This design comes from an exercise in tuning for small area and few clock cycles on the open sky130 flow, not from production work. RTL that was checked went through simulation tests only; none was proved equivalent to the original. The RTL of run 2 was laid out without a check of its function. No activity file was given, so power comes from the tool's default toggle rates.

<file path="design/flow/design.v">
package spjg_pkg;
    localparam int CMD_W = 4;
    localparam logic [CMD_W-1:0] CMD_TICK    = 4'd0;
    localparam logic [CMD_W-1:0] CMD_START   = 4'd1;
    localparam logic [CMD_W-1:0] CMD_PAUSE   = 4'd2;
    localparam logic [CMD_W-1:0] CMD_RESUME  = 4'd3;
    localparam logic [CMD_W-1:0] CMD_CANCEL  = 4'd4;
    localparam logic [CMD_W-1:0] CMD_ENABLE  = 4'd5;
    localparam logic [CMD_W-1:0] CMD_DISABLE = 4'd6;
    localparam logic [CMD_W-1:0] CMD_SLEEP   = 4'd7;
    localparam logic [CMD_W-1:0] CMD_WAKE    = 4'd8;
    localparam int CFG_IDX_W = 8;
    localparam logic [CFG_IDX_W-1:0] REG_PULSE_COUNT    = 8'd0;
    localparam logic [CFG_IDX_W-1:0] REG_PULSE_INTERVAL = 8'd1;
    localparam logic [CFG_IDX_W-1:0] REG_PULSE_ON       = 8'd2;
    localparam logic [CFG_IDX_W-1:0] REG_MICROSTEP_DIV  = 8'd3;
    localparam logic [CFG_IDX_W-1:0] REG_DIRECTION      = 8'd4;
    localparam logic [CFG_IDX_W-1:0] REG_FAULT_CHECK    = 8'd5;
    localparam logic [CFG_IDX_W-1:0] REG_MIN_INTERVAL   = 8'd6;
    localparam logic [CFG_IDX_W-1:0] REG_MAX_INTERVAL   = 8'd7;
    localparam int CFG_DATA_W = 32;
    localparam int DEFAULT_INTERVAL_DEF = 1000;
    localparam int TIME_BITS_DEF        = 32;
    localparam logic [31:0] RST_PULSE_COUNT    = 32'd0;
    localparam logic [31:0] RST_PULSE_INTERVAL = 32'd1000;
    localparam logic [31:0] RST_PULSE_ON       = 32'd500;
    localparam logic [7:0]  RST_MICROSTEP_DIV  = 8'd1;
    localparam logic        RST_DIRECTION      = 1'b0;
    localparam logic [31:0] RST_FAULT_CHECK    = 32'd1000000;
    localparam logic [31:0] RST_MIN_INTERVAL   = 32'd100;
    localparam logic [31:0] RST_MAX_INTERVAL   = 32'd100000;
    localparam logic [2:0] USTEP_FULL = 3'd0;
    localparam logic [2:0] USTEP_2    = 3'd1;
    localparam logic [2:0] USTEP_4    = 3'd2;
    localparam logic [2:0] USTEP_8    = 3'd3;
    localparam logic [2:0] USTEP_16   = 3'd4;
    localparam logic [2:0] USTEP_32   = 3'd5;
    localparam int S_TDATA_W = 40;
    localparam int M_TDATA_W = 48;
    typedef struct packed {
        logic [31:0] pulse_count;
        logic [31:0] step_period;
        logic [31:0] pulse_on;
        logic [7:0]  microstep_div;
        logic        direction;
        logic [31:0] fault_check;
        logic [31:0] min_interval;
        logic [31:0] max_interval;
    } cfg_t;
    typedef struct packed {
        logic       enabled;
        logic       running;
        logic       paused;
        logic       fault;
        logic       sleep;
        logic       step;
        logic       dir;
        logic       enable_pin_n;
        logic       sleep_pin_n;
        logic [2:0] code;
    } flags_t;
    typedef struct packed {
        logic [7:0]  status_flags;
        logic        step_level;
        logic        dir_level;
        logic        enable_n;
        logic        sleep_n;
        logic [2:0]  microstep_code;
        logic [31:0] pulses_left;
    } result_t;
    function automatic logic [2:0] decode_microstep(input logic [7:0] div);
        case (div)
            8'd2:    decode_microstep = USTEP_2;
            8'd4:    decode_microstep = USTEP_4;
            8'd8:    decode_microstep = USTEP_8;
            8'd16:   decode_microstep = USTEP_16;
            8'd32:   decode_microstep = USTEP_32;
            default: decode_microstep = USTEP_FULL;
        endcase
    endfunction
endpackage
module spjg_core #(
    parameter int DEFAULT_INTERVAL = spjg_pkg::DEFAULT_INTERVAL_DEF,
    parameter int TIME_BITS        = spjg_pkg::TIME_BITS_DEF
) (
    input  logic                         aclk,
    input  logic                         aresetn,
    input  logic                         step_en,
    input  logic [spjg_pkg::CMD_W-1:0]   cmd,
    input  logic [31:0]                  now_us,
    input  logic                         fault_active,
    input  logic [31:0]                  cfg_pulse_count,
    input  logic [31:0]                  cfg_step_period,
    input  logic [31:0]                  cfg_pulse_on,
    input  logic [2:0]                   cfg_code,
    input  logic                         cfg_direction,
    input  logic [31:0]                  cfg_fault_check,
    input  logic [31:0]                  cfg_min_interval,
    input  logic [31:0]                  cfg_max_interval,
    output spjg_pkg::result_t            result
);
    localparam int CW = (TIME_BITS > 32) ? TIME_BITS : 32;
    localparam logic [11:0] FLAGS_RST = 12'h010;
    spjg_pkg::flags_t     flags_reg, flags_next;
    logic [TIME_BITS-1:0] next_on_reg, next_on_next;
    logic [TIME_BITS-1:0] next_off_reg, next_off_next;
    logic [TIME_BITS-1:0] last_check_reg, last_check_next;
    logic [31:0]          remaining_reg, remaining_next;
    logic [31:0]          eff_interval_reg, eff_interval_next;
    logic [31:0]          eff_on_reg, eff_on_next;
    logic [CW-1:0]        now_x;
    logic [TIME_BITS-1:0] now_t;
    logic [TIME_BITS-1:0] diff_on, diff_off, elapsed;
    logic                 due_on, due_off, check_due;
    logic [CW-1:0]        sum_on, sum_off;
    logic                 job_active;
    logic [31:0]          start_interval, start_on;
    assign now_x   = CW'(now_us);
    assign now_t   = now_x[TIME_BITS-1:0];
    assign diff_on  = now_t - next_on_reg;
    assign diff_off = now_t - next_off_reg;
    assign elapsed  = now_t - last_check_reg;
    assign due_on    = ~diff_on[TIME_BITS-1];
    assign due_off   = ~diff_off[TIME_BITS-1];
    assign check_due = CW'(elapsed) >= CW'(cfg_fault_check);
    assign sum_on  = CW'(now_t) + CW'(eff_interval_reg);
    assign sum_off = CW'(now_t) + CW'(eff_on_reg);
    assign job_active = flags_reg.enabled & flags_reg.running & ~flags_reg.paused;
    assign start_interval = (cfg_step_period > cfg_min_interval &&
                             cfg_step_period < cfg_max_interval)
                            ? cfg_step_period : 32'(DEFAULT_INTERVAL);
    assign start_on = (cfg_pulse_on < start_interval) ? cfg_pulse_on
                                                      : {1'b0, start_interval[31:1]};
    always_comb begin
        flags_next        = flags_reg;
        next_on_next      = next_on_reg;
        next_off_next     = next_off_reg;
        last_check_next   = last_check_reg;
        remaining_next    = remaining_reg;
        eff_interval_next = eff_interval_reg;
        eff_on_next       = eff_on_reg;
        if (step_en) begin
            case (cmd)
                spjg_pkg::CMD_TICK: begin
                    if (job_active) begin
                        if (remaining_reg != 32'd0) begin
                            if (!flags_reg.step) begin
                                if (due_on) begin
                                    flags_next.step = 1'b1;
                                    next_off_next   = sum_off[TIME_BITS-1:0];
                                    next_on_next    = sum_on[TIME_BITS-1:0];
                                end
                            end else if (due_off) begin
                                flags_next.step = 1'b0;
                                remaining_next  = remaining_reg - 32'd1;
                            end
                        end else begin
                            flags_next.running = 1'b0;
                        end
                    end
                    if (check_due) begin
                        last_check_next = now_t;
                        if (fault_active) begin
                            flags_next.fault        = 1'b1;
                            flags_next.running      = 1'b0;
                            flags_next.enabled      = 1'b0;
                            flags_next.enable_pin_n = 1'b1;
                        end else begin
                            flags_next.fault = 1'b0;
                        end
                    end
                end
                spjg_pkg::CMD_START: begin
                    if (fault_active) begin
                        flags_next.fault        = 1'b1;
                        flags_next.running      = 1'b0;
                        flags_next.sleep        = 1'b1;
                        flags_next.sleep_pin_n  = 1'b0;
                        flags_next.enabled      = 1'b0;
                        flags_next.enable_pin_n = 1'b1;
                    end else begin
                        flags_next.fault        = 1'b0;
                        flags_next.running      = 1'b1;
                        flags_next.paused       = 1'b0;
                        flags_next.dir          = cfg_direction;
                        flags_next.code         = cfg_code;
                        flags_next.step         = 1'b0;
                        flags_next.sleep_pin_n  = 1'b1;
                        flags_next.enable_pin_n = 1'b0;
                        next_on_next            = now_t;
                        eff_interval_next       = start_interval;
                        eff_on_next             = start_on;
                        remaining_next          = cfg_pulse_count;
                    end
                end
                spjg_pkg::CMD_PAUSE: begin
                    flags_next.paused = 1'b1;
                end
                spjg_pkg::CMD_RESUME: begin
                    flags_next.paused = 1'b0;
                    next_on_next      = now_t;
                end
                spjg_pkg::CMD_CANCEL: begin
                    flags_next.running = 1'b0;
                    flags_next.step    = 1'b0;
                    remaining_next     = 32'd0;
                end
                spjg_pkg::CMD_ENABLE: begin
                    flags_next.enabled      = 1'b1;
                    flags_next.enable_pin_n = 1'b0;
                end
                spjg_pkg::CMD_DISABLE: begin
                    flags_next.enabled      = 1'b0;
                    flags_next.enable_pin_n = 1'b1;
                end
                spjg_pkg::CMD_SLEEP: begin
                    flags_next.sleep       = 1'b1;
                    flags_next.sleep_pin_n = 1'b0;
                end
                spjg_pkg::CMD_WAKE: begin
                    flags_next.sleep       = 1'b0;
                    flags_next.sleep_pin_n = 1'b1;
                end
                default: begin
                end
            endcase
        end
    end
    always_ff @(posedge aclk) begin
        if (!aresetn) begin
            flags_reg      <= FLAGS_RST;
            last_check_reg <= '0;
            remaining_reg  <= '0;
        end else begin
            flags_reg      <= flags_next;
            last_check_reg <= last_check_next;
            remaining_reg  <= remaining_next;
        end
    end
    always_ff @(posedge aclk) begin
        next_on_reg      <= next_on_next;
        next_off_reg     <= next_off_next;
        eff_interval_reg <= eff_interval_next;
        eff_on_reg       <= eff_on_next;
    end
    assign result.status_flags   = {flags_reg.sleep, flags_reg.running, flags_reg.enabled,
                                    2'b00, flags_reg.paused, flags_reg.fault, flags_reg.dir};
    assign result.step_level     = flags_reg.step;
    assign result.dir_level      = flags_reg.dir;
    assign result.enable_n       = flags_reg.enable_pin_n;
    assign result.sleep_n        = flags_reg.sleep_pin_n;
    assign result.microstep_code = flags_reg.code;
    assign result.pulses_left    = remaining_reg;
endmodule
module stepper_pulse_job_generator_unit #(
    parameter int DEFAULT_INTERVAL = spjg_pkg::DEFAULT_INTERVAL_DEF,
    parameter int TIME_BITS        = spjg_pkg::TIME_BITS_DEF
) (
    input  logic                                aclk,
    input  logic                                aresetn,
    input  logic                                s_tvalid,
    output logic                                s_tready,
    input  logic [spjg_pkg::S_TDATA_W-1:0]      s_tdata,
    input  logic [spjg_pkg::CMD_W-1:0]          s_tuser,
    output logic                                m_tvalid,
    input  logic                                m_tready,
    output logic [spjg_pkg::M_TDATA_W-1:0]      m_tdata,
    input  logic                                cfg_valid,
    output logic                                cfg_ready,
    input  logic [spjg_pkg::CFG_IDX_W-1:0]      cfg_index,
    input  logic [spjg_pkg::CFG_DATA_W-1:0]     cfg_data
);
    logic [31:0] cfg_pulse_count;
    logic [31:0] cfg_step_period;
    logic [31:0] cfg_pulse_on;
    logic [2:0]  cfg_code;
    logic        cfg_direction;
    logic [31:0] cfg_fault_check;
    logic [31:0] cfg_min_interval;
    logic [31:0] cfg_max_interval;
    logic        out_valid_reg;
    logic        s_fire;
    spjg_pkg::result_t core_result;
    assign cfg_ready = 1'b1;
    always_ff @(posedge aclk) begin
        if (!aresetn) begin
            cfg_pulse_count  <= spjg_pkg::RST_PULSE_COUNT;
            cfg_step_period  <= spjg_pkg::RST_PULSE_INTERVAL;
            cfg_pulse_on     <= spjg_pkg::RST_PULSE_ON;
            cfg_code         <= spjg_pkg::decode_microstep(spjg_pkg::RST_MICROSTEP_DIV);
            cfg_direction    <= spjg_pkg::RST_DIRECTION;
            cfg_fault_check  <= spjg_pkg::RST_FAULT_CHECK;
            cfg_min_interval <= spjg_pkg::RST_MIN_INTERVAL;
            cfg_max_interval <= spjg_pkg::RST_MAX_INTERVAL;
        end else if (cfg_valid) begin
            case (cfg_index)
                spjg_pkg::REG_PULSE_COUNT:    cfg_pulse_count  <= cfg_data;
                spjg_pkg::REG_PULSE_INTERVAL: cfg_step_period  <= cfg_data;
                spjg_pkg::REG_PULSE_ON:       cfg_pulse_on     <= cfg_data;
                spjg_pkg::REG_MICROSTEP_DIV:  cfg_code         <= spjg_pkg::decode_microstep(cfg_data[7:0]);
                spjg_pkg::REG_DIRECTION:      cfg_direction    <= cfg_data[0];
                spjg_pkg::REG_FAULT_CHECK:    cfg_fault_check  <= cfg_data;
                spjg_pkg::REG_MIN_INTERVAL:   cfg_min_interval <= cfg_data;
                spjg_pkg::REG_MAX_INTERVAL:   cfg_max_interval <= cfg_data;
                default: begin
                end
            endcase
        end
    end
    assign s_tready = ~out_valid_reg | m_tready;
    assign s_fire   = s_tvalid & s_tready;
    always_ff @(posedge aclk) begin
        if (!aresetn) out_valid_reg <= 1'b0;
        else          out_valid_reg <= s_fire | (out_valid_reg & ~m_tready);
    end
    spjg_core #(
        .DEFAULT_INTERVAL (DEFAULT_INTERVAL),
        .TIME_BITS        (TIME_BITS)
    ) u_core (
        .aclk             (aclk),
        .aresetn          (aresetn),
        .step_en          (s_fire),
        .cmd              (s_tuser),
        .now_us           (s_tdata[31:0]),
        .fault_active     (s_tdata[32]),
        .cfg_pulse_count  (cfg_pulse_count),
        .cfg_step_period  (cfg_step_period),
        .cfg_pulse_on     (cfg_pulse_on),
        .cfg_code         (cfg_code),
        .cfg_direction    (cfg_direction),
        .cfg_fault_check  (cfg_fault_check),
        .cfg_min_interval (cfg_min_interval),
        .cfg_max_interval (cfg_max_interval),
        .result           (core_result)
    );
    assign m_tvalid = out_valid_reg;
    assign m_tdata  = {1'b0, core_result.pulses_left, core_result.microstep_code,
                       core_result.sleep_n, core_result.enable_n, core_result.dir_level,
                       core_result.step_level, core_result.status_flags};
endmodule
</file>
<file path="design/flow/run.sh">
#!/bin/bash
# synth_recipe.tcl (not shown) runs the flow's synth.tcl, then flattens the netlist and writes it again
# the make line also repeats each setting of config.mk as NAME=value (left out here)
make -C /OpenROAD-flow-scripts/flow DESIGN_CONFIG=/design/flow/config.mk WORK_HOME=/design/flow/orfs CLKGATE_MAP_FILE= SYNTH_SCRIPT=/design/flow/synth_recipe.tcl finish
</file>
<file path="design/flow/config.mk">
export PLATFORM = sky130hd
export DESIGN_NAME = stepper_pulse_job_generator_unit
export DESIGN_NICKNAME = stepper_pulse_job_generator_unit
export VERILOG_FILES = /design/flow/design.v
export SDC_FILE = /design/flow/constraint.sdc
export NUM_CORES = 4
export LEC_CHECK = 0
export CAP_MARGIN = 20
export CORE_MARGIN = 2
export CORE_UTILIZATION = 40
export SLEW_MARGIN = 20
</file>
<file path="design/flow/constraint.sdc">
create_clock -name core_clock -period 8.0 [get_ports {aclk}]
set_input_delay 1.6000 -clock core_clock [delete_from_list [all_inputs] [get_ports {aclk}]]
set_output_delay 1.6000 -clock core_clock [all_outputs]
set_load 0.01 [all_outputs]
</file>
==> results of run 1 <==
-- kinds of logic after synthesis --
group,after synthesis
adders and majority gates,283
other,2
buffers and inverters,378
and+or+nand+nor,966
xor gates and xnor gates,91
DFF,401
muxes,72
AOI/OAI and AO/OA,718
-- cell usage in the layout, fill, tap and decap left out, types with 42 or more instances in the layout --
cell	count
sky130_fd_sc_hd__nand2_1	486
sky130_fd_sc_hd__a21oi_1	327
sky130_fd_sc_hd__ha_1	280
sky130_fd_sc_hd__dfxtp_1	273
sky130_fd_sc_hd__inv_1	251
sky130_fd_sc_hd__nor2_1	178
sky130_fd_sc_hd__edfxtp_1	128
sky130_fd_sc_hd__clkdlybuf4s50_1	127
sky130_fd_sc_hd__o21ai_0	92
sky130_fd_sc_hd__a21o_1	86
sky130_fd_sc_hd__xnor2_1	60
sky130_fd_sc_hd__nor3_1	52
sky130_fd_sc_hd__clkbuf_16	46
sky130_fd_sc_hd__buf_4	46
sky130_fd_sc_hd__nor2b_1	42
-- critical path: cells and delay by family --
kind | cells | cell delay, ps
fa+ha+maj | 3 | 880
compound gates | 14 | 3230
simple gates | 3 | 180
buf+inv | 5 | 1170
mux | 1 | 250
-- power by group --
| part | internal [uW] | switching [uW] | leakage [uW] |
|---|---|---|---|
| registers | 2120 | 15.6 | 0.00336 |
| clock network | 1210 | 914 | 0.000743 |
| logic | 271 | 390 | 0.00727 |
-- metal layers --
metal	track usage (%)	vias up	wire, um
met2	34.8	511	31400
met5	0	-	0
met4	8.33	0	2490
met3	2.33	118	3180
li1	-	10397	-
met1	29.7	9818	33000
-- layout make-up --
| type | instances | area [um2] | area share (%) |
|---|---|---|---|
| clock inverter | 28 | 292 | 1.03 |
| multi-input combinational | 2134 | 14100 | 49.4 |
| inverter | 253 | 955 | 3.36 |
| sequential | 401 | 9310 | 32.7 |
| timing repair buffer | 175 | 1640 | 5.76 |
| clock buffer | 55 | 1200 | 4.24 |
| tap | 790 | 988 | 3.48 |
-- metrics by stage --
step	hold WS [ps]	area, um2	power, uW	utilization, %
floorplan	436	24800	2600	-
global placement	441	26900	2810	43.8
detailed placement	447	26900	2830	43.8
CTS	455	28400	4960	46.2
global route	468	28400	5110	46.3
finish	454	28400	4920	46.3
-- worst max path at each step --
stage               slack (ps)                   endpoint  cells past startpoint
global placement           630   u_core.last_check_reg[0]                     24
CTS                       1160   u_core.last_check_reg[9]                     26
detailed placement         560  u_core.last_check_reg[12]                     26
floorplan                  900     u_core.next_off_reg[0]                     11
global route               690  u_core.last_check_reg[23]                     24
finish                    1070   u_core.last_check_reg[9]                     26
==> reports/summary.log, run 1 <==
qor: finish.final_cell_count_no_fill 3836
qor: routing.avgViaCountPerCell 5.43
qor: finish.drive_gt1_share 6.20%
qor: critical_path.cp_max_fo 32
qor: critical_path.setup.worst_path.start_class input port
qor: yosys.multiplexer_fraction_of_the_synthesized_cell_area 3.36%
qor: cts.ctsLongestPathBuffers 3
qor: timing.period_needed 6930 ps
qor: cts.clk_latency 610 ps
qor: yosys.netlist_top_cells_area sky130_fd_sc_hd__dfxtp_1 22%, sky130_fd_sc_hd__edfxtp_1 16%, sky130_fd_sc_hd__ha_1 14%, sky130_fd_sc_hd__nand2_1 7.4%, sky130_fd_sc_hd__a21oi_1 6.6%
qor: yosys.netlist_top_cells_count 486 x sky130_fd_sc_hd__nand2_1, 328 x sky130_fd_sc_hd__a21oi_1, 280 x sky130_fd_sc_hd__ha_1, 273 x sky130_fd_sc_hd__dfxtp_1, 253 x sky130_fd_sc_hd__inv_1
qor: timing.report.final.hold_viol_count 0
qor: cts.holdBufCountCts 0
qor: worst_hold_path.hp-class register to register
qor: worst_hold_path.hp-start cfg_max_interval[4]
qor: cts.cts_inserted_buffers 46
qor: cts.cts_tree yes
qor: yosys.async_s_r_ff_share_synth 0%
qor: yosys.syn_inst 2911
qor: yosys.synth_top_family_by_area compound AO/OA/AOI/OAI gates
qor: placement.port_buffers 128
qor: yosys.mappedNetlistArea 24800 um2
qor: floorplan.start_util 40.3%
qor: yosys.synth.distinct_cells 79
qor: cts.cts.sink_count 401
qor: global_routing.track_usage 21.6%
qor: critical_path.timing.critical_path.required 8460 ps
qor: yosys.synth_edf_count 128
qor: yosys.synth_fa_ha_area_share 14.4%
qor: critical_path.worst_setup_path_startpoint s_tdata[0]
qor: floorplan.floorplan.die.width 253 um
qor: critical_path.crit-reg2reg-launch cfg_step_period[14]
qor: global_routing.grt_max_degree 112
qor: timing.clock-skew-final 16.7 ps
qor: global_routing.first_global_vias 20166
qor: routing.detail_route.first_pass.iterations 5
qor: routing.drt.antenna.violating_nets 0
qor: global_routing.globalRoute.totalOverflow 0
qor: timing.maxSlewHeadroom 26.3%
qor: yosys.synth_xor_xnor_area_share 3.22%
qor: critical_path.cp_slowest_cell sky130_fd_sc_hd__clkdlybuf4s50_1
qor: critical_path.worstReg2RegEnd u_core.eff_on_reg[14]
qor: placement.place_ws 562 ps
qor: routing.postRouteWirelength 70.1 mm
qor: timing.rsz0062_at_grt false
qor: floorplan.placement_rows 91
qor: critical_path.arrival 7390 ps
qor: timing.clock.fmax 0.144 GHz
qor: routing.drc 0
qor: yosys.synth_simple_gate_area_share 17.5%
qor: run.max-cap-violations 0
qor: timing.post-route-worst-setup-slack 1070 ps
qor: finish.final_net_count 3383
qor: timing.report.final.slew_viol_count 0
qor: floorplan.ioPinCount 140
qor: power.ir_worst_vdd 0.168 mV
qor: routing.wl_per_cell 18.3 um
qor: yosys.yosysTopAreaCellShare 22.1%
qor: routing.num_vias 20844
qor: timing.period_share 86.6%
qor: placement.globalplace.congestion 0.919
qor: critical_path.crit_path_frequent_cell sky130_fd_sc_hd__a21o_1
qor: yosys.post-synth-top-count-cell sky130_fd_sc_hd__nand2_1
qor: worst_hold_path.hold-path-endpoint cfg_max_interval[4]
qor: timing.finalSetupViolCount 0
qor: critical_path.reg2reg_depth 22
qor: placement.place.detailed.instances 3753
qor: cts.cts_repair_resize_count 0
qor: power.power.leakage 0.0114 uW
qor: critical_path.crit_type input port to register
qor: yosys.synth.yosys.seq_area_share 37.6%
qor: critical_path.worst_path_largest_cell_delay 520 ps
qor: floorplan.core-area 61500 um2
qor: cts.ctsHtreeMaxLevel 2
qor: floorplan.fp.dieArea 63900 um2
qor: placement.detailed_place_hpwl 52.6 mm
qor: floorplan.die_height 253 um
qor: yosys.synth_compound_gate_area_share 17.9%
qor: finish.insertedDiodeCount 0
qor: cts.ctsRootBufferMaster sky130_fd_sc_hd__clkbuf_16
qor: yosys.ys_dominant_reg_cell sky130_fd_sc_hd__dfxtp_1
qor: finish.area_growth_syn_to_layout 14.9%
qor: routing.dr.first_iter.drc_count 1306
qor: worst_hold_path.hold-path-cell-count 2
qor: timing.worst_pin_slew 1100 ps
qor: cts.cts_post_setup_buffers_inserted 0
qor: status.status no timing/DRC/antenna violations
qor: finish.filler_cell_count 5918
qor: critical_path.endpoint_kind register
qor: timing.setup-tns-final 0 ps
qor: yosys.yosysWarningCount 2
qor: cts.clk_pin_slew 60 ps
qor: power.pwr_density_cell 173 nW/um2
qor: critical_path.r2r_slack 2340 ps
qor: global_routing.grt_pass1_wl 109 mm
qor: global_routing.antenna_found_initial 0
qor: yosys.synth_top_cell_by_area sky130_fd_sc_hd__dfxtp_1
qor: yosys.synth-seq-cells 401
qor: yosys.avgSynthCellArea 8.50 um2
Testbench counts, summed over its fixed seeds: cycles 19,266.
==> inputs of run 2 (changes only) <==
--- a/design/flow/design.v
+++ b/design/flow/design.v
@@ -80,2 +80,45 @@
     endfunction
+    function automatic logic lt_n(input logic [31:0] a, input logic [31:0] b, input int n);
+        logic c;
+        c = 1'b0;
+        for (int i = 0; i < n; i++) c = (~a[i] & b[i]) | ((~a[i] | b[i]) & c);
+        lt_n = c;
+    endfunction
+    function automatic logic lt32(input logic [31:0] a, input logic [31:0] b);
+        lt32 = lt_n(a, b, 32);
+    endfunction
+    function automatic logic [31:0] add32(input logic [31:0] a, input logic [31:0] b);
+        logic [31:0] g, p, gg, pp;
+        g  = a & b;
+        p  = a ^ b;
+        gg = g;
+        pp = p;
+        for (int d = 1; d < 32; d = d * 2)
+            for (int i = 2 * d - 1; i < 32; i += 2 * d) begin
+                gg[i] = gg[i] | (pp[i] & gg[i - d]);
+                pp[i] = pp[i] & pp[i - d];
+            end
+        for (int d = 8; d >= 1; d = d / 2)
+            for (int i = 3 * d - 1; i < 32; i += 2 * d) begin
+                gg[i] = gg[i] | (pp[i] & gg[i - d]);
+                pp[i] = pp[i] & pp[i - d];
+            end
+        add32[0] = p[0];
+        for (int i = 1; i < 32; i++) add32[i] = p[i] ^ gg[i - 1];
+    endfunction
+    function automatic logic due32(input logic [31:0] now, input logic [31:0] t);
+        due32 = ~(now[31] ^ t[31] ^ lt_n(now, t, 31));
+    endfunction
+    function automatic logic elapsed_ge(input logic [31:0] now, input logic [31:0] last,
+                                        input logic [31:0] lim);
+        logic [31:0] s, k;
+        logic c, s32, s33;
+        s = now ^ ~last ^ ~lim;
+        k = (now & ~last) | (now & ~lim) | (~last & ~lim);
+        c = 1'b1;
+        for (int i = 0; i < 31; i++) c = (s[i + 1] & k[i]) | ((s[i + 1] | k[i]) & c);
+        s32 = k[31] ^ c;
+        s33 = k[31] & c;
+        elapsed_ge = s33 | (lt32(now, last) & s32);
+    endfunction
 endpackage
@@ -101,38 +144,35 @@
 );
-    localparam int CW = (TIME_BITS > 32) ? TIME_BITS : 32;
     localparam logic [11:0] FLAGS_RST = 12'h010;
-    spjg_pkg::flags_t     flags_reg, flags_next;
-    logic [TIME_BITS-1:0] next_on_reg, next_on_next;
-    logic [TIME_BITS-1:0] next_off_reg, next_off_next;
-    logic [TIME_BITS-1:0] last_check_reg, last_check_next;
-    logic [31:0]          remaining_reg, remaining_next;
-    logic [31:0]          eff_interval_reg, eff_interval_next;
-    logic [31:0]          eff_on_reg, eff_on_next;
-    logic [CW-1:0]        now_x;
-    logic [TIME_BITS-1:0] now_t;
-    logic [TIME_BITS-1:0] diff_on, diff_off, elapsed;
-    logic                 due_on, due_off, check_due;
-    logic [CW-1:0]        sum_on, sum_off;
-    logic                 job_active;
-    logic [31:0]          start_interval, start_on;
-    assign now_x   = CW'(now_us);
-    assign now_t   = now_x[TIME_BITS-1:0];
-    assign diff_on  = now_t - next_on_reg;
-    assign diff_off = now_t - next_off_reg;
-    assign elapsed  = now_t - last_check_reg;
-    assign due_on    = ~diff_on[TIME_BITS-1];
-    assign due_off   = ~diff_off[TIME_BITS-1];
-    assign check_due = CW'(elapsed) >= CW'(cfg_fault_check);
-    assign sum_on  = CW'(now_t) + CW'(eff_interval_reg);
-    assign sum_off = CW'(now_t) + CW'(eff_on_reg);
+    spjg_pkg::flags_t flags_reg, flags_next;
+    logic [31:0]      tgt_reg, tgt_next;
+    logic [31:0]      oth_reg, oth_next;
+    logic [31:0]      last_check_reg, last_check_next;
+    logic [31:0]      remaining_reg, remaining_next;
+    logic [31:0]      eff_interval_reg, eff_interval_next;
+    logic [31:0]      eff_on_reg, eff_on_next;
+    logic             due, check_due;
+    logic [31:0]      sum_on, sum_off;
+    logic             job_active;
+    logic             in_range, on_lt_period, on_lt_default;
+    logic [31:0]      start_interval, start_on;
+    logic [31:0]      rem_dec;
+    logic             rem_zero;
+    assign due       = spjg_pkg::due32(now_us, tgt_reg);
+    assign check_due = spjg_pkg::elapsed_ge(now_us, last_check_reg, cfg_fault_check);
+    assign sum_on    = spjg_pkg::add32(now_us, eff_interval_reg);
+    assign sum_off   = spjg_pkg::add32(now_us, eff_on_reg);
     assign job_active = flags_reg.enabled & flags_reg.running & ~flags_reg.paused;
-    assign start_interval = (cfg_step_period > cfg_min_interval &&
-                             cfg_step_period < cfg_max_interval)
-                            ? cfg_step_period : 32'(DEFAULT_INTERVAL);
-    assign start_on = (cfg_pulse_on < start_interval) ? cfg_pulse_on
-                                                      : {1'b0, start_interval[31:1]};
+    assign rem_dec  = remaining_reg - 32'd1;
+    assign rem_zero = ~|remaining_reg;
+    assign in_range      = spjg_pkg::lt32(cfg_min_interval, cfg_step_period) &
+                           spjg_pkg::lt32(cfg_step_period, cfg_max_interval);
+    assign on_lt_period  = spjg_pkg::lt32(cfg_pulse_on, cfg_step_period);
+    assign on_lt_default = cfg_pulse_on < 32'(DEFAULT_INTERVAL);
+    assign start_interval = in_range ? cfg_step_period : 32'(DEFAULT_INTERVAL);
+    assign start_on = in_range ? (on_lt_period ? cfg_pulse_on : {1'b0, cfg_step_period[31:1]})
+                               : (on_lt_default ? cfg_pulse_on : 32'(DEFAULT_INTERVAL / 2));
     always_comb begin
         flags_next        = flags_reg;
-        next_on_next      = next_on_reg;
-        next_off_next     = next_off_reg;
+        tgt_next          = tgt_reg;
+        oth_next          = oth_reg;
         last_check_next   = last_check_reg;
@@ -145,12 +185,12 @@
                     if (job_active) begin
-                        if (remaining_reg != 32'd0) begin
-                            if (!flags_reg.step) begin
-                                if (due_on) begin
-                                    flags_next.step = 1'b1;
-                                    next_off_next   = sum_off[TIME_BITS-1:0];
-                                    next_on_next    = sum_on[TIME_BITS-1:0];
+                        if (!rem_zero) begin
+                            if (due) begin
+                                flags_next.step = ~flags_reg.step;
+                                if (!flags_reg.step) begin
+                                    tgt_next = sum_off;
+                                    oth_next = sum_on;
+                                end else begin
+                                    tgt_next       = oth_reg;
+                                    remaining_next = rem_dec;
                                 end
-                            end else if (due_off) begin
-                                flags_next.step = 1'b0;
-                                remaining_next  = remaining_reg - 32'd1;
                             end
@@ -161,3 +201,3 @@
                     if (check_due) begin
-                        last_check_next = now_t;
+                        last_check_next = now_us;
                         if (fault_active) begin
@@ -189,3 +229,3 @@
                         flags_next.enable_pin_n = 1'b0;
-                        next_on_next            = now_t;
+                        tgt_next                = now_us;
                         eff_interval_next       = start_interval;
@@ -200,3 +240,4 @@
                     flags_next.paused = 1'b0;
-                    next_on_next      = now_t;
+                    if (flags_reg.step) oth_next = now_us;
+                    else                tgt_next = now_us;
                 end
@@ -229,15 +270,21 @@
     always_ff @(posedge aclk) begin
-        if (!aresetn) begin
-            flags_reg      <= FLAGS_RST;
-            last_check_reg <= '0;
-            remaining_reg  <= '0;
-        end else begin
-            flags_reg      <= flags_next;
-            last_check_reg <= last_check_next;
-            remaining_reg  <= remaining_next;
-        end
+        if (!aresetn) flags_reg <= FLAGS_RST;
+        else          flags_reg <= flags_next;
+    end
+    logic lc_en, rem_en;
+    logic [31:0] rem_in;
+    assign lc_en  = ~aresetn | (step_en & (cmd == spjg_pkg::CMD_TICK) & check_due);
+    assign rem_en = ~aresetn | (step_en & (((cmd == spjg_pkg::CMD_TICK) & job_active & ~rem_zero &
+                                            flags_reg.step & due) |
+                                           ((cmd == spjg_pkg::CMD_START) & ~fault_active) |
+                                           (cmd == spjg_pkg::CMD_CANCEL)));
+    assign rem_in = (~aresetn | (cmd == spjg_pkg::CMD_CANCEL)) ? 32'd0 :
+                    (cmd == spjg_pkg::CMD_START) ? cfg_pulse_count : rem_dec;
+    always_ff @(posedge aclk) begin
+        if (lc_en)  last_check_reg <= aresetn ? now_us : 32'd0;
+        if (rem_en) remaining_reg  <= rem_in;
     end
     always_ff @(posedge aclk) begin
-        next_on_reg      <= next_on_next;
-        next_off_reg     <= next_off_next;
+        tgt_reg          <= tgt_next;
+        oth_reg          <= oth_next;
         eff_interval_reg <= eff_interval_next;
@@ -284,26 +331,26 @@
     assign cfg_ready = 1'b1;
+    logic [7:0]  cfg_we;
+    logic [31:0] rst_zero, rst_one;
+    logic [2:0]  cfg_code_in;
+    always_comb begin
+        for (int r = 0; r < 8; r++)
+            cfg_we[r] = ~aresetn | (cfg_valid & (cfg_index == 8'(r)));
+    end
+    assign rst_zero    = aresetn ? cfg_data : 32'd0;
+    assign rst_one     = aresetn ? cfg_data : 32'hFFFF_FFFF;
+    assign cfg_code_in = aresetn ? spjg_pkg::decode_microstep(cfg_data[7:0])
+                                 : spjg_pkg::decode_microstep(spjg_pkg::RST_MICROSTEP_DIV);
+    function automatic logic [31:0] rst_pick(input logic [31:0] rv, input logic [31:0] z,
+                                             input logic [31:0] o);
+        for (int b = 0; b < 32; b++) rst_pick[b] = rv[b] ? o[b] : z[b];
+    endfunction
     always_ff @(posedge aclk) begin
-        if (!aresetn) begin
-            cfg_pulse_count  <= spjg_pkg::RST_PULSE_COUNT;
-            cfg_step_period  <= spjg_pkg::RST_PULSE_INTERVAL;
-            cfg_pulse_on     <= spjg_pkg::RST_PULSE_ON;
-            cfg_code         <= spjg_pkg::decode_microstep(spjg_pkg::RST_MICROSTEP_DIV);
-            cfg_direction    <= spjg_pkg::RST_DIRECTION;
-            cfg_fault_check  <= spjg_pkg::RST_FAULT_CHECK;
-            cfg_min_interval <= spjg_pkg::RST_MIN_INTERVAL;
-            cfg_max_interval <= spjg_pkg::RST_MAX_INTERVAL;
-        end else if (cfg_valid) begin
-            case (cfg_index)
-                spjg_pkg::REG_PULSE_COUNT:    cfg_pulse_count  <= cfg_data;
-                spjg_pkg::REG_PULSE_INTERVAL: cfg_step_period  <= cfg_data;
-                spjg_pkg::REG_PULSE_ON:       cfg_pulse_on     <= cfg_data;
-                spjg_pkg::REG_MICROSTEP_DIV:  cfg_code         <= spjg_pkg::decode_microstep(cfg_data[7:0]);
-                spjg_pkg::REG_DIRECTION:      cfg_direction    <= cfg_data[0];
-                spjg_pkg::REG_FAULT_CHECK:    cfg_fault_check  <= cfg_data;
-                spjg_pkg::REG_MIN_INTERVAL:   cfg_min_interval <= cfg_data;
-                spjg_pkg::REG_MAX_INTERVAL:   cfg_max_interval <= cfg_data;
-                default: begin
-                end
-            endcase
-        end
+        if (cfg_we[0]) cfg_pulse_count  <= rst_pick(spjg_pkg::RST_PULSE_COUNT, rst_zero, rst_one);
+        if (cfg_we[1]) cfg_step_period  <= rst_pick(spjg_pkg::RST_PULSE_INTERVAL, rst_zero, rst_one);
+        if (cfg_we[2]) cfg_pulse_on     <= rst_pick(spjg_pkg::RST_PULSE_ON, rst_zero, rst_one);
+        if (cfg_we[3]) cfg_code         <= cfg_code_in;
+        if (cfg_we[4]) cfg_direction    <= rst_zero[0];
+        if (cfg_we[5]) cfg_fault_check  <= rst_pick(spjg_pkg::RST_FAULT_CHECK, rst_zero, rst_one);
+        if (cfg_we[6]) cfg_min_interval <= rst_pick(spjg_pkg::RST_MIN_INTERVAL, rst_zero, rst_one);
+        if (cfg_we[7]) cfg_max_interval <= rst_pick(spjg_pkg::RST_MAX_INTERVAL, rst_zero, rst_one);
     end
==> run 2 against run 1 <==
  * Flip-flop and latch count unchanged
  * Area after synthesis shrank 8.2%
  * Final cell count shrank 23%
  * Clock skew increased by 3.9 ps
  * Critical path type unchanged
  * Die area shrank 8.1%
==> reports/summary.log, run 2 <==
qor: floorplan.placement_rows 87 [-4.4%]
qor: routing.num_vias 15782 [-24%]
qor: yosys.synth.yosys.seq_area_share 52.4% [+15 points]
qor: yosys.synth.distinct_cells 80 [+1.3%]
qor: yosys.synth-seq-cells 401 [unchanged]
qor: critical_path.endpoint_kind register
qor: floorplan.start_util 40.4% [+0.12 points]
qor: timing.whs 456 ps [+2.35 ps]
qor: finish.drive_gt1_share 7.17% [+0.96 points]
qor: global_routing.track_usage 19.3% [-2.3 points]
qor: timing.period_needed 7550 ps [+618 ps]
qor: yosys.yosysWarningCount 2 [unchanged]
qor: yosys.syn_inst 2012 [-31%]
qor: finish.area_growth_syn_to_layout 17.9%
qor: floorplan.core-area 56300 um2 [-8.5%]
qor: global_routing.grt_max_degree 64 [-43%]
qor: cts.clk_pin_slew 60 ps [about the same]
qor: cts.ctsLongestPathBuffers 3 [unchanged]
qor: critical_path.timing.critical_path.buf_inv 6 [+1]
qor: yosys.synth_edf_count 388 [+200%]
qor: power.clock_power_share 39.6% [-3.7 points]
qor: floorplan.fp.dieArea 58700 um2 [-8.1%]
qor: placement.place.detailed.instances 2879 [-23%]
qor: power.pwr_density_cell 207 nW/um2 [+19%]
qor: routing.dr.first_iter.drc_count 1349 [+3.3%]
qor: critical_path.crit_path_frequent_cell sky130_fd_sc_hd__o21ai_0
qor: floorplan.die_height 242 um [-4.1%]
qor: critical_path.timing.critical_path.required 8250 ps [-210 ps]
qor: placement.globalplace.congestion 0.903 [-1.7%]
qor: global_routing.antenna_found_initial 0 [unchanged]
qor: status.status no timing/DRC/antenna violations
qor: timing.report.final.hold_viol_count 0 [unchanged]
qor: finish.final_cell_mix 388 x sky130_fd_sc_hd__edfxtp_1, 194 x sky130_fd_sc_hd__nor2_1, 189 x sky130_fd_sc_hd__inv_1
qor: timing.post-route-worst-setup-slack 454 ps [-618 ps]
qor: yosys.yosysTopAreaCellShare 51.3% [+29 points]
qor: timing.report.final.slew_viol_count 0 [unchanged]
qor: yosys.netlist_top_cells_area sky130_fd_sc_hd__edfxtp_1 51%, sky130_fd_sc_hd__ha_1 6.7%, sky130_fd_sc_hd__fa_1 5.6%, sky130_fd_sc_hd__nor2_1 3.2%, sky130_fd_sc_hd__inv_1 3.1%
qor: global_routing.first_global_vias 15826 [-22%]
qor: power.total_switching_power 1410 uW [+6.7%]
qor: power.seq_power_share 45.7% [+2.4 points]
qor: timing.worst_pin_slew 822 ps [-280 ps]
qor: yosys.ys_dominant_reg_cell sky130_fd_sc_hd__edfxtp_1
qor: cts.cts_tree yes
qor: critical_path.arrival 7790 ps [+400 ps]
qor: power.intPower 4130 uW [+15%]
qor: routing.wl_per_cell 19.2 um [+5.1%]
qor: yosys.synth_top_cell_by_area sky130_fd_sc_hd__edfxtp_1
qor: placement.detailed_place_hpwl 42.6 mm [-19%]
qor: power.p_sw_share 25.4% [-1.4 points]
qor: worst_hold_path.hp-class register to register
qor: routing.drt.antenna.violating_nets 0 [unchanged]
qor: critical_path.crit_type input port to register
qor: cts.ctsRootBufferMaster sky130_fd_sc_hd__clkbuf_16
qor: routing.drc 0 [unchanged]
qor: placement.port_buffers 128 [unchanged]
qor: cts.cts.sink_count 401 [unchanged]
qor: floorplan.ioPinCount 140 [unchanged]
qor: placement.place_ws -122 ps [-684 ps]
qor: finish.insertedDiodeCount 0 [unchanged]
qor: run.max-cap-violations 0 [unchanged]
qor: critical_path.cp_slowest_cell sky130_fd_sc_hd__fa_1
qor: timing.clock.fmax 0.133 GHz [-8.2%]
qor: power.power.leakage 0.0103 uW [-9.8%]
qor: timing.finalSetupViolCount 0 [unchanged]
qor: cts.cts_post_setup_buffers_inserted 0 [unchanged]
qor: finish.final_net_count 2445 [-28%]
qor: worst_hold_path.hp-start u_core.flags_reg[2]
qor: finish.mostFrequentLayoutCell sky130_fd_sc_hd__edfxtp_1
qor: cts.cts_inserted_buffers 44 [-4.3%]
qor: routing.postRouteWirelength 56.8 mm [-19%]
qor: power.combinationalPowerShare 14.7% [+1.3 points]
qor: yosys.avgSynthCellArea 11.3 um2 [+33%]
qor: power.ir_worst_vdd 0.145 mV [-13%]
qor: critical_path.setup.worst_path.start_class input port
qor: cts.clk_latency 570 ps [-40 ps]
qor: timing.clock-skew-final 20.6 ps [+3.90 ps]
qor: timing.period_share 94.3% [+7.7 points]
qor: critical_path.worst_setup_path_startpoint s_tdata[1]
qor: critical_path.path_delay_family compound AO/OA/AOI/OAI gates
qor: power.total_power 5540 uW [+13%]
qor: global_routing.grt_pass1_wl 89.4 mm [-18%]
qor: finish.filler_cell_count 5084 [-14%]
qor: yosys.netlist_top_cells_count 388 x sky130_fd_sc_hd__edfxtp_1, 196 x sky130_fd_sc_hd__nor2_1, 190 x sky130_fd_sc_hd__inv_1, 147 x sky130_fd_sc_hd__nand2_1, 122 x sky130_fd_sc_hd__ha_1
qor: global_routing.globalRoute.totalOverflow 0 [unchanged]
qor: routing.avgViaCountPerCell 5.33 [-1.9%]
qor: cts.ctsHtreeMaxLevel 2 [unchanged]
qor: yosys.async_s_r_ff_share_synth 0% [unchanged]
qor: yosys.post-synth-top-count-cell sky130_fd_sc_hd__edfxtp_1
qor: routing.detail_route.first_pass.iterations 5 [unchanged]
qor: yosys.mappedNetlistArea 22700 um2 [-8.2%]
qor: critical_path.cp_max_fo 32 [unchanged]
qor: floorplan.floorplan.die.width 242 um [-4.1%]
qor: timing.rsz0062_at_grt false
qor: critical_path.crit-reg2reg-launch cfg_fault_check[2]
qor: critical_path.worst_path_largest_cell_delay 530 ps [about the same]
qor: timing.maxSlewHeadroom 45.1% [+19 points]
qor: finish.final_cell_count_no_fill 2960 [-23%]
==> run 2: cell count changes in the layout (fill, tap and decap cells not counted), sizes merged, moves of 37 or more <==
cell / previous run / this run
a21o: 86 / 16
edfxtp: 128 / 388
nand4: 41 / 4
fa: 3 / 63
a21oi: 328 / 68
inv: 255 / 196
nand2: 486 / 147
dfxtp: 273 / 13
ha: 280 / 122
==> run 2: path summary, 6_finish.rpt <==
path,end,slack (ps),cells after the start
max,u_core.last_check_reg[29],450,29
min,u_core.flags_reg[2],460,2
max reg2reg,u_core.last_check_reg[29],1560,27
min reg2reg,u_core.flags_reg[2],460,2
==> run 2: layout make-up <==
cell class / count / area, um2 / area share, %
Tap cell: 756 / 946 / 3.53
Clock buffer: 54 / 1180 / 4.41
Multi-Input combinational cell: 1357 / 9920 / 37.1
Timing Repair Buffer: 174 / 1720 / 6.44
Inverter: 193 / 724 / 2.70
Sequential cell: 401 / 11900 / 44.5
Clock inverter: 25 / 370 / 1.38
==> run 2: logic make-up after synthesis <==
logic type      Yosys count  share of synthesized area, %
other cells               2                        0.0330
mux                      40                          1.78
flops                   401                          52.4
compound gates          431                          12.7
simple gates            606                          12.8
fa+ha+maj               211                          13.4
buf+inv                 256                          4.39
xor+xnor                 65                          2.51
==> run 2: repair_timing <==
action / CTS / global route
endpoints found under the setup margin: 0 / 35
hold buffers: 0 / 0
gates resized for setup: 0 / 2
==> run 2: layer usage <==
metal	share of wire (%)	GRT usage (%)	vias up	wire length [um]
met1	48	27.7	7683	27400
li1	-	-	7567	-
met5	0	0	-	0
met2	45	30.9	454	25700
met4	1.8	4.65	0	1010
met3	4.8	3.01	78	2740
==> run 2: worst register-to-register path: stages (launching register included) <==
cell                        delay, ps
sky130_fd_sc_hd__edfxtp_1         360
sky130_fd_sc_hd__inv_1            160
sky130_fd_sc_hd__fa_1             460
sky130_fd_sc_hd__a221oi_1         300
sky130_fd_sc_hd__o22ai_1          160
sky130_fd_sc_hd__a31oi_1          170
sky130_fd_sc_hd__o21ai_0          140
sky130_fd_sc_hd__o2111a_1         170
sky130_fd_sc_hd__a2111oi_1        460
sky130_fd_sc_hd__buf_4            190
sky130_fd_sc_hd__o21ai_0          120
sky130_fd_sc_hd__a32oi_1          220
sky130_fd_sc_hd__nor3_1           120
sky130_fd_sc_hd__o211ai_1         260
sky130_fd_sc_hd__a31oi_1          130
sky130_fd_sc_hd__and2_0           170
sky130_fd_sc_hd__o21ai_0          140
sky130_fd_sc_hd__nand2_1           90
sky130_fd_sc_hd__o221a_2          130
sky130_fd_sc_hd__o32a_1           350
sky130_fd_sc_hd__maj3_1           360
sky130_fd_sc_hd__maj3_1           360
sky130_fd_sc_hd__ha_1             280
sky130_fd_sc_hd__a21oi_1           50
sky130_fd_sc_hd__a21o_1           180
sky130_fd_sc_hd__buf_12           140
sky130_fd_sc_hd__o21ai_2          160
sky130_fd_sc_hd__buf_12           240
==> run 2: stage by stage <==
step,instance area [um2],TNS [ps],util [%]
finish,26800,0,47.6
global route,26800,0,47.6
CTS,26700,0,47.5
detailed placement,25200,-5330,44.7
global placement,25200,-3470,44.7
floorplan,22700,0,-
==> run 2: power by group through the flow <==
stage | registers (uW) | logic, uW | clock network, uW
floorplan | 2550 | 503 | 0
global placement | 2570 | 787 | 0
detailed placement | 2570 | 805 | 0
CTS | 2530 | 809 | 2240
global route | 2540 | 907 | 2320
finish | 2530 | 813 | 2190
==> inputs of run 3 (changes only) <==
--- a/design/flow/design.v
+++ b/design/flow/design.v
@@ -123,2 +123,49 @@
     endfunction
+    function automatic logic due3(input logic [31:0] now, input logic [31:0] base,
+                                  input logic [31:0] off);
+        logic [31:0] s, k;
+        logic c;
+        s = now ^ ~base ^ ~off;
+        k = (now & ~base) | (now & ~off) | (~base & ~off);
+        c = 1'b1;
+        for (int i = 1; i < 31; i++) c = (s[i] & k[i - 1]) | ((s[i] | k[i - 1]) & c);
+        due3 = ~(s[31] ^ k[30] ^ c);
+    endfunction
+    function automatic logic [31:0] dec32(input logic [31:0] r);
+        for (int i = 0; i < 32; i++) dec32[i] = r[i] ^ ~|(r & ((32'd1 << i) - 32'd1));
+    endfunction
+    function automatic logic due_n(input logic [31:0] nnow, input logic [31:0] base,
+                                   input logic [31:0] off);
+        logic [31:0] s, k;
+        logic c;
+        s = (base ^ off) ^ nnow;
+        k = (base & off) | (nnow & (base | off));
+        c = 1'b0;
+        for (int i = 1; i < 31; i++) c = (s[i] & k[i - 1]) | ((s[i] | k[i - 1]) & c);
+        due_n = s[31] ^ k[30] ^ c;
+    endfunction
+    function automatic logic elapsed_ge_n(input logic [31:0] nnow, input logic [31:0] last,
+                                          input logic [31:0] lim);
+        logic [31:0] s, k;
+        logic c, w32, w33;
+        s = nnow ^ last ^ lim;
+        k = (nnow & last) | (nnow & lim) | (last & lim);
+        c = 1'b0;
+        for (int i = 0; i < 31; i++) c = (s[i + 1] & k[i]) | ((s[i + 1] | k[i]) & c);
+        w32 = k[31] ^ c;
+        w33 = k[31] & c;
+        elapsed_ge_n = ~w33 & (lt32(~nnow, last) | ~w32);
+    endfunction
+    function automatic logic elapsed_ge_m(input logic [31:0] nnow, input logic [31:0] last,
+                                          input logic [31:0] lim);
+        logic [31:0] s, k;
+        logic c, w32, w33;
+        s = (last ^ lim) ^ nnow;
+        k = (last & lim) | (nnow & (last | lim));
+        c = 1'b0;
+        for (int i = 0; i < 31; i++) c = (s[i + 1] & k[i]) | ((s[i + 1] | k[i]) & c);
+        w32 = k[31] ^ c;
+        w33 = k[31] & c;
+        elapsed_ge_m = ~w33 & (lt32(~nnow, last) | ~w32);
+    endfunction
 endpackage
@@ -146,4 +193,8 @@
     spjg_pkg::flags_t flags_reg, flags_next;
-    logic [31:0]      tgt_reg, tgt_next;
+    logic [31:0]      base_reg, base_next;
     logic [31:0]      oth_reg, oth_next;
+    logic             sel_on_reg, sel_on_next;       
+    logic             sel_int_reg, sel_int_next;     
+    logic             oth_abs_reg, oth_abs_next;     
+    logic [31:0]      offset;
     logic [31:0]      last_check_reg, last_check_next;
@@ -153,3 +204,2 @@
     logic             due, check_due;
-    logic [31:0]      sum_on, sum_off;
     logic             job_active;
@@ -159,8 +209,7 @@
     logic             rem_zero;
-    assign due       = spjg_pkg::due32(now_us, tgt_reg);
-    assign check_due = spjg_pkg::elapsed_ge(now_us, last_check_reg, cfg_fault_check);
-    assign sum_on    = spjg_pkg::add32(now_us, eff_interval_reg);
-    assign sum_off   = spjg_pkg::add32(now_us, eff_on_reg);
+    assign offset    = ({32{sel_on_reg}} & eff_on_reg) | ({32{sel_int_reg}} & eff_interval_reg);
+    assign due       = spjg_pkg::due_n(~now_us, base_reg, offset);
+    assign check_due = spjg_pkg::elapsed_ge_m(~now_us, last_check_reg, cfg_fault_check);
     assign job_active = flags_reg.enabled & flags_reg.running & ~flags_reg.paused;
-    assign rem_dec  = remaining_reg - 32'd1;
+    assign rem_dec  = spjg_pkg::dec32(remaining_reg);
     assign rem_zero = ~|remaining_reg;
@@ -175,4 +224,7 @@
         flags_next        = flags_reg;
-        tgt_next          = tgt_reg;
+        base_next         = base_reg;
         oth_next          = oth_reg;
+        sel_on_next       = sel_on_reg;
+        sel_int_next      = sel_int_reg;
+        oth_abs_next      = oth_abs_reg;
         last_check_next   = last_check_reg;
@@ -189,7 +241,11 @@
                                 if (!flags_reg.step) begin
-                                    tgt_next = sum_off;
-                                    oth_next = sum_on;
+                                    base_next    = now_us;
+                                    sel_on_next  = 1'b1;
+                                    sel_int_next = 1'b0;
+                                    oth_abs_next = 1'b0;
                                 end else begin
-                                    tgt_next       = oth_reg;
                                     remaining_next = rem_dec;
+                                    sel_on_next    = 1'b0;
+                                    if (oth_abs_reg) base_next = oth_reg;
+                                    else             sel_int_next = 1'b1;
                                 end
@@ -229,3 +285,5 @@
                         flags_next.enable_pin_n = 1'b0;
-                        tgt_next                = now_us;
+                        base_next               = now_us;
+                        sel_on_next             = 1'b0;
+                        sel_int_next            = 1'b0;
                         eff_interval_next       = start_interval;
@@ -240,4 +298,10 @@
                     flags_next.paused = 1'b0;
-                    if (flags_reg.step) oth_next = now_us;
-                    else                tgt_next = now_us;
+                    if (flags_reg.step) begin
+                        oth_next     = now_us;
+                        oth_abs_next = 1'b1;
+                    end else begin
+                        base_next    = now_us;
+                        sel_on_next  = 1'b0;
+                        sel_int_next = 1'b0;
+                    end
                 end
@@ -287,4 +351,7 @@
     always_ff @(posedge aclk) begin
-        tgt_reg          <= tgt_next;
+        base_reg         <= base_next;
         oth_reg          <= oth_next;
+        sel_on_reg       <= sel_on_next;
+        sel_int_reg      <= sel_int_next;
+        oth_abs_reg      <= oth_abs_next;
         eff_interval_reg <= eff_interval_next;
--- a/design/flow/config.mk
+++ b/design/flow/config.mk
@@ -7,2 +7,3 @@
 export LEC_CHECK = 0
+export ABC_AREA = 1
 export CAP_MARGIN = 20
==> run 3 against run 2 <==
  * Still clean on timing, DRC and antenna
  * Die area down 9.0%
  * Critical path depth increased by 20
  * Setup slack better by 1100 ps
  * Non-clock buffer count down 27
  * Power shrank 6.4%
  * Area after synthesis down 9.2%
  * Global-route usage shrank 1.2 points
  * Count of clock-buffer cells in the layout down 9
  * Largest cell class unchanged
==> reports/summary.log, run 3 <==
qor: status.status no timing/DRC/antenna violations
qor: routing.detail_route.first_pass.iterations 5 [unchanged]
qor: routing.postRouteWirelength 47.5 mm [-16%]
qor: placement.placement.cell_area 22800 um2 [-9.4%]
qor: yosys.synth-seq-cells 404 [+0.75%]
qor: timing.report.final.slew_viol_count 0 [unchanged]
qor: power.ir_worst_vdd 0.117 mV [-20%]
qor: floorplan.core-area 51200 um2 [-9.0%]
qor: routing.num_vias 14576 [-7.6%]
qor: global_routing.met1_usage 25.1% [-2.6 points]
qor: cts.cts_tree yes
qor: placement.globalplace.congestion 0.848 [-6.1%]
qor: timing.clock-skew-final 22.1 ps [+1.48 ps]
qor: floorplan.start_util 40.3% [-0.065 points]
qor: placement.port_buffers 128 [unchanged]
qor: global_routing.grt_most_used_layer met2
qor: critical_path.setup.worst_path.start_class input port
qor: critical_path.path_delay_family simple AND/OR/NAND/NOR gates
qor: power.intPower 3860 uW [-6.5%]
qor: timing.rsz0062_at_grt false
qor: critical_path.worst_path_largest_cell_delay 580 ps [+50 ps]
qor: cts.cts_post_setup_buffers_inserted 0 [unchanged]
qor: worst_hold_path.hp-class register to register
qor: global_routing.grt_max_degree 66 [+3.1%]
qor: cts.cts_repair_resize_count 0 [unchanged]
qor: power.power.leakage 0.0106 uW [+3.5%]
qor: critical_path.endpoint_kind register
qor: power.combinationalPowerShare 13.7% [-1.0 points]
qor: yosys.synth.yosys.seq_area_share 58.1% [+5.7 points]
qor: power.clock_power_share 37.3% [-2.3 points]
qor: timing.post-route-worst-setup-slack 1530 ps [+1070 ps]
qor: cts.cts.sink_count 404 [+0.75%]
qor: finish.drive_gt1_share 6.00% [-1.2 points]
qor: routing.dr.first_iter.drc_count 986 [-27%]
qor: critical_path.cp_slowest_cell sky130_fd_sc_hd__fa_1
qor: yosys.netlist_top_cells_count 617 x sky130_fd_sc_hd__nand2_1, 459 x sky130_fd_sc_hd__inv_1, 391 x sky130_fd_sc_hd__edfxtp_1, 134 x sky130_fd_sc_hd__o21ai_0, 104 x sky130_fd_sc_hd__nor2_1
qor: placement.place_ws 883 ps [+1000 ps]
qor: yosys.async_s_r_ff_share_synth 0% [unchanged]
qor: timing.clock.fmax 0.154 GHz [+17%]
qor: critical_path.crit_path_frequent_cell sky130_fd_sc_hd__nand2_1
qor: global_routing.gr-usage-met2 29.4% [-1.5 points]
qor: critical_path.timing.critical_path.buf_inv 2 [-4]
qor: yosys.synth_top_cell_by_area sky130_fd_sc_hd__edfxtp_1
qor: finish.area_growth_syn_to_layout 16.9%
qor: routing.wl_per_cell 15.8 um [-17%]
qor: yosys.mappedNetlistArea 20600 um2 [-9.2%]
qor: placement.detailed_place_hpwl 33.7 mm [-21%]
qor: cts.ctsLongestPathBuffers 3 [unchanged]
qor: timing.setup-tns-final 0 ps [unchanged]
qor: critical_path.timing.critical_path.required 8170 ps [-80 ps]
qor: routing.avgViaCountPerCell 4.86 [-8.8%]
qor: timing.period_needed 6470 ps [-1070 ps]
qor: timing.whs 466 ps [+10.1 ps]
qor: critical_path.cp_max_fo 32 [unchanged]
qor: finish.final_net_count 2448 [+0.12%]
qor: floorplan.fp.dieArea 53400 um2 [-9.0%]
qor: global_routing.globalRoute.totalOverflow 0 [unchanged]
qor: timing.report.final.hold_viol_count 0 [unchanged]
qor: cts.ctsRootBufferMaster sky130_fd_sc_hd__clkbuf_16
qor: floorplan.floorplan.die.width 231 um [-4.6%]
qor: power.seq_power_share 49.0% [+3.3 points]
qor: yosys.syn_inst 2152 [+7.0%]
qor: timing.worst_pin_slew 984 ps [+162 ps]
qor: power.p_sw_share 25.5% [+0.11 points]
qor: yosys.synth.distinct_cells 43 [-46%]
qor: cts.cts_inserted_buffers 41 [-6.8%]
qor: timing.period_share 80.9% [-13 points]
qor: floorplan.ioPinCount 140 [unchanged]
qor: run.max-cap-violations 0 [unchanged]
qor: power.pwr_density_cell 215 nW/um2 [+4.0%]
qor: critical_path.crit_type input port to register
qor: global_routing.grt_pass1_wl 76.6 mm [-14%]
qor: yosys.ys_dominant_reg_cell sky130_fd_sc_hd__edfxtp_1
qor: critical_path.arrival 6640 ps [-1150 ps]
qor: timing.finalSetupViolCount 0 [unchanged]
qor: cts.ctsHtreeMaxLevel 2 [unchanged]
qor: global_routing.track_usage 18.2% [-1.2 points]
qor: finish.post-route-cell-area 24100 um2 [-9.9%]
qor: yosys.netlist_top_cells_area sky130_fd_sc_hd__edfxtp_1 57%, sky130_fd_sc_hd__nand2_1 11%, sky130_fd_sc_hd__inv_1 8.3%, sky130_fd_sc_hd__fa_1 5.9%, sky130_fd_sc_hd__o21ai_0 3.2%
qor: cts.clk_pin_slew 60 ps [about the same]
qor: floorplan.placement_rows 83 [-4.6%]
qor: cts.clk_latency 550 ps [-20 ps]
qor: yosys.synth_edf_count 391 [+0.77%]
qor: yosys.post-synth-top-count-cell sky130_fd_sc_hd__nand2_1
qor: finish.filler_cell_count 4760 [-6.4%]
qor: global_routing.first_global_vias 14478 [-8.5%]
qor: finish.mostFrequentLayoutCell sky130_fd_sc_hd__nand2_1
qor: finish.final_cell_mix 617 x sky130_fd_sc_hd__nand2_1, 459 x sky130_fd_sc_hd__inv_1, 391 x sky130_fd_sc_hd__edfxtp_1
qor: yosys.yosysTopAreaCellShare 56.9% [+5.6 points]
qor: yosys.avgSynthCellArea 9.59 um2 [-15%]
qor: floorplan.die_height 231 um [-4.6%]
qor: timing.maxSlewHeadroom 34.3% [-11 points]
qor: routing.drt.antenna.violating_nets 0 [unchanged]
qor: global_routing.grt_use_met3 2.83% [-0.18 points]
qor: routing.drc 0 [unchanged]
qor: cts.holdBufCountCts 0 [unchanged]
qor: yosys.yosysWarningCount 2 [unchanged]
qor: power.total_switching_power 1320 uW [-6.0%]
qor: global_routing.antenna_found_initial 4 [+4]
run 3: cell types whose count changed in the layout (fill, tap and decap cells not counted), sizes merged, moves of 41 or more:
cell | previous run | this run
nand2 | 147 | 619
inv | 196 | 474
ha | 122 | 6
nor2 | 196 | 117
and2 | 46 | 0
nand2b | 46 | 0
o22ai | 16 | 59
a211oi | 42 | 1
run 3: path summary, 6_finish.rpt:
check                           slack, ps                  endpoint                start  cells past startpoint
worst max-delay path                 1530  u_core.last_check_reg[7]           s_tdata[2]                     49
worst min-delay path                  470       u_core.flags_reg[3]  u_core.flags_reg[3]                      2
worst max register to register       2570        u_core.base_reg[0]   u_core.sel_int_reg                     46
worst min register to register        470       u_core.flags_reg[3]  u_core.flags_reg[3]                      2
run 3: area by class of cell:
| cell class | count | area [um2] | share of cell area, % |
|---|---|---|---|
| antenna | 1 | 2.50 | 0.0104 |
| clock buffer | 45 | 1040 | 4.32 |
| clock inverter | 24 | 282 | 1.17 |
| inverter | 474 | 1780 | 7.38 |
| multi-input combinational | 1224 | 6750 | 28.0 |
| sequential | 404 | 12000 | 49.8 |
| tap | 680 | 851 | 3.53 |
| timing repair buffer | 147 | 1420 | 5.89 |
run 3: cell families (layout without fill, tap and decap cells):
| logic type | after synthesis | count (layout) | share of synthesized area [%] |
|---|---|---|---|
| other | 2 | 5 | 0.0364 |
| adders and majority gates | 67 | 67 | 6.28 |
| buffers and inverters | 526 | 690 | 9.72 |
| and+or+nand+nor | 826 | 826 | 16.2 |
| xor gates and xnor gates | 9 | 9 | 0.382 |
| AOI/OAI and AO/OA | 318 | 318 | 9.27 |
| DFF | 404 | 404 | 58.1 |
run 3: per-stage QoR:
step / total power (uW) / util, % / instances
2_1_floorplan: 3040 / - / 2154
3_3_place_gp: 3270 / 44.5 / 2929
3_5_place_dp: 3290 / 44.5 / 2929
4_1_cts: 5230 / 47.1 / 2998
5_1_grt: 5430 / 47.1 / 2999
6_report: 5180 / 47.1 / 2999
run 3: routing by layer:
metal | up-vias | wire length [um]
li1 | 7227 | -
met1 | 6873 | 21800
met2 | 406 | 21300
met3 | 68 | 3000
met4 | 2 | 1380
met5 | - | 14
run 3: worst min-delay path, stage by stage (launching register included):
cell and delay [ps]:
sky130_fd_sc_hd__dfxtp_1 320, sky130_fd_sc_hd__inv_1 50, sky130_fd_sc_hd__a21oi_1 50
run 3: power by group through the flow:
stage          sequential, uW  combinational [uW]  clock [uW]
6_report                 2540                 710        1940
5_1_grt                  2550                 818        2060
4_1_cts                  2540                 716        1980
3_5_place_dp             2580                 711           0
3_3_place_gp             2580                 693           0
2_1_floorplan            2570                 467           0
Testbench counts of run 3, summed over its fixed seeds: cycles 19,266.
==> inputs of run 4 (changes only) <==
--- a/design/flow/config.mk
+++ b/design/flow/config.mk
@@ -7,3 +7,2 @@
 export LEC_CHECK = 0
-export ABC_AREA = 1
 export CAP_MARGIN = 20
==> run 4 against run 3 <==
  * Still clean
  * Sequential share of layout area rose by 0.79 points
  * First-iteration DRC count grew 12%
  * Area after synthesis shrank 1.9%
  * Power fell by 0.83%
  * Sequential power hardly changed
  * Fmax increased by 3.8%
  * Clock power decreased by 2%
  * Final cell count decreased by 16%
  * Flip-flop and latch count unchanged
  * Register-to-register slack improved by 500 ps
  * Critical endpoint is now u_core.last_check_reg[8]
  * Largest cell class unchanged
==> reports/summary.log, run 4 <==
qor: routing.postRouteWirelength 51.1 mm [+7.6%]
qor: run.max-cap-violations 0 [unchanged]
qor: timing.finalSetupViolCount 0 [unchanged]
qor: cts.ctsRootBufferMaster sky130_fd_sc_hd__clkbuf_16
qor: critical_path.endpoint_kind register
qor: cts.cts.sink_count 404 [unchanged]
qor: yosys.synth_edf_count 391 [unchanged]
qor: routing.avgViaCountPerCell 5.51 [+13%]
qor: finish.final_cell_count_no_fill 2532 [-16%]
qor: critical_path.arrival 6430 ps [-210 ps]
qor: finish.final_cell_mix 391 x sky130_fd_sc_hd__edfxtp_1, 154 x sky130_fd_sc_hd__nor2_1, 127 x sky130_fd_sc_hd__clkdlybuf4s50_1
qor: routing.dr.first_iter.drc_count 1100 [+12%]
qor: finish.drive_gt1_share 6.13% [+0.13 points]
qor: timing.clock-skew-final 19.4 ps [-2.69 ps]
qor: routing.wl_per_cell 20.2 um [+27%]
qor: floorplan.ioPinCount 140 [unchanged]
qor: global_routing.antenna_found_initial 0 [-4]
qor: timing.setup-tns-final 0 ps [unchanged]
qor: cts.clk_pin_slew 50 ps [about the same]
qor: placement.place.detailed.instances 2449 [-16%]
qor: placement.port_buffers 128 [unchanged]
qor: floorplan.core-area 50100 um2 [-2.2%]
qor: finish.area_growth_syn_to_layout 17.2%
qor: worst_hold_path.hp-class register to register
qor: cts.ctsLongestPathBuffers 3 [unchanged]
qor: yosys.syn_inst 1693 [-21%]
qor: critical_path.cp_max_fo 32 [unchanged]
qor: yosys.mappedNetlistArea 20300 um2 [-1.9%]
qor: routing.drt.antenna.violating_nets 0 [unchanged]
qor: global_routing.grt_max_degree 67 [+1.5%]
qor: global_routing.track_usage 19.3% [+1.2 points]
qor: timing.clock.fmax 0.160 GHz [+3.8%]
qor: finish.insertedDiodeCount 0 [-1]
qor: timing.report.final.hold_viol_count 0 [unchanged]
qor: finish.mostFrequentLayoutCell sky130_fd_sc_hd__edfxtp_1
qor: yosys.synth_top_cell_by_area sky130_fd_sc_hd__edfxtp_1
qor: yosys.avgSynthCellArea 12.0 um2 [+25%]
qor: floorplan.start_util 40.5% [+0.14 points]
qor: yosys.synth-seq-cells 404 [unchanged]
qor: status.status no timing/DRC/antenna violations
qor: cts.clk_latency 560 ps [about the same]
qor: critical_path.timing.critical_path.required 8190 ps [+20 ps]
qor: yosys.synth.distinct_cells 84 [+95%]
qor: timing.period_needed 6240 ps [-236 ps]
qor: floorplan.die_height 229 um [-0.92%]
qor: cts.ctsHtreeMaxLevel 2 [unchanged]
qor: yosys.ys_dominant_reg_cell sky130_fd_sc_hd__edfxtp_1
qor: floorplan.placement_rows 82 [-1.2%]
qor: power.power.leakage 0.00825 uW [-22%]
-- run 4: cell types whose count changed after synthesis, moves of 44 or more --
cell / change
sky130_fd_sc_hd__o21ai_0: -70
sky130_fd_sc_hd__nand2_1: -518
sky130_fd_sc_hd__nand2b_1: +46
sky130_fd_sc_hd__a211oi_1: +44
sky130_fd_sc_hd__nor2_1: +51
sky130_fd_sc_hd__inv_1: -333
-- run 4: cell families (layout without fill, tap and decap cells) --
family / count (synthesis) / in the layout / share of synthesized area (%)
other: 2 / 4 / 0.0371
AND/OR/NAND/NOR: 506 / 506 / 12.3
multiplexers: 5 / 5 / 0.247
buffers and inverters: 202 / 367 / 3.84
adder cells (fa/ha/maj): 98 / 98 / 7.93
flip-flops: 404 / 404 / 59.3
XOR/XNOR: 30 / 30 / 1.30
AO/OA/AOI/OAI: 446 / 446 / 15.1
-- run 4: per-layer routing --
metal	wire length, um	GRT usage, %	up-vias
li1	-	-	6606
met1	24000	28.3	6836
met2	23300	30.7	444
met3	2710	2.22	65
met4	1050	4.99	0
met5	0	0	-
-- run 4: critical path: stages --
cell	delay [ps]
sky130_fd_sc_hd__clkdlybuf4s50_1	590
sky130_fd_sc_hd__inv_1	160
sky130_fd_sc_hd__fa_1	570
sky130_fd_sc_hd__o22ai_1	130
sky130_fd_sc_hd__or4_1	530
sky130_fd_sc_hd__nor4_1	280
sky130_fd_sc_hd__o21ai_0	160
sky130_fd_sc_hd__a21boi_1	170
sky130_fd_sc_hd__o31a_1	200
sky130_fd_sc_hd__o2111a_1	190
sky130_fd_sc_hd__o221ai_1	110
sky130_fd_sc_hd__nand3_1	100
sky130_fd_sc_hd__ha_1	230
sky130_fd_sc_hd__a21oi_1	580
sky130_fd_sc_hd__inv_1	90
sky130_fd_sc_hd__o211ai_1	190
sky130_fd_sc_hd__a21o_1	160
sky130_fd_sc_hd__buf_4	380
-- run 4: report_power, final --
part | leakage, uW | switching, uW | internal (uW) | total (uW)
logic | 0.00367 | 414 | 279 | 693
registers | 0.00392 | 88.6 | 2460 | 2550
clock network | 0.000658 | 807 | 1090 | 1900
total | 0.00825 | 1310 | 3830 | 5140
-- run 4: final timing paths --
| kind | from | end | slack (ps) | cells after the start |
|---|---|---|---|---|
| hold reg to reg | u_core.flags_reg[1] | u_core.flags_reg[1] | 460 | 2 |
| setup reg to reg | cfg_fault_check[7] | u_core.last_check_reg[8] | 3070 | 16 |
| hold / removal | u_core.flags_reg[1] | u_core.flags_reg[1] | 460 | 2 |
| setup / recovery | s_tdata[17] | u_core.last_check_reg[8] | 1760 | 18 |
-- run 4: stage by stage --
step | utilization, % | area [um2] | total power [uW] | hold slack [ps] | worst slack, ps
after detailed placement | 44.7 | 22400 | 3280 | 453 | 1170
final | 47.4 | 23700 | 5140 | 461 | 1760
after CTS | 47.3 | 23700 | 5190 | 463 | 1760
after floorplan | - | 20300 | 3010 | 471 | 1730
after global routing | 47.4 | 23700 | 5350 | 488 | 1350
after global placement | 44.7 | 22400 | 3260 | 448 | 1180
-- run 4: layout make-up --
class	count	area [um2]
tap	672	841
timing repair buffer	148	1460
inverter	138	518
clock buffer	56	1170
multi-input combinational	1089	7600
clock inverter	25	160
fill	4576	26300
sequential	404	12000

Re-timed with assumed drivers on the ports (clkbuf_16 on the clock, buf_2 on other inputs), run 4 has 1.794 ns of setup slack against 1.763 ns with ideal ports, and 1.186 ns once port delays also move by the mid clock arrival of 0.608 ns.
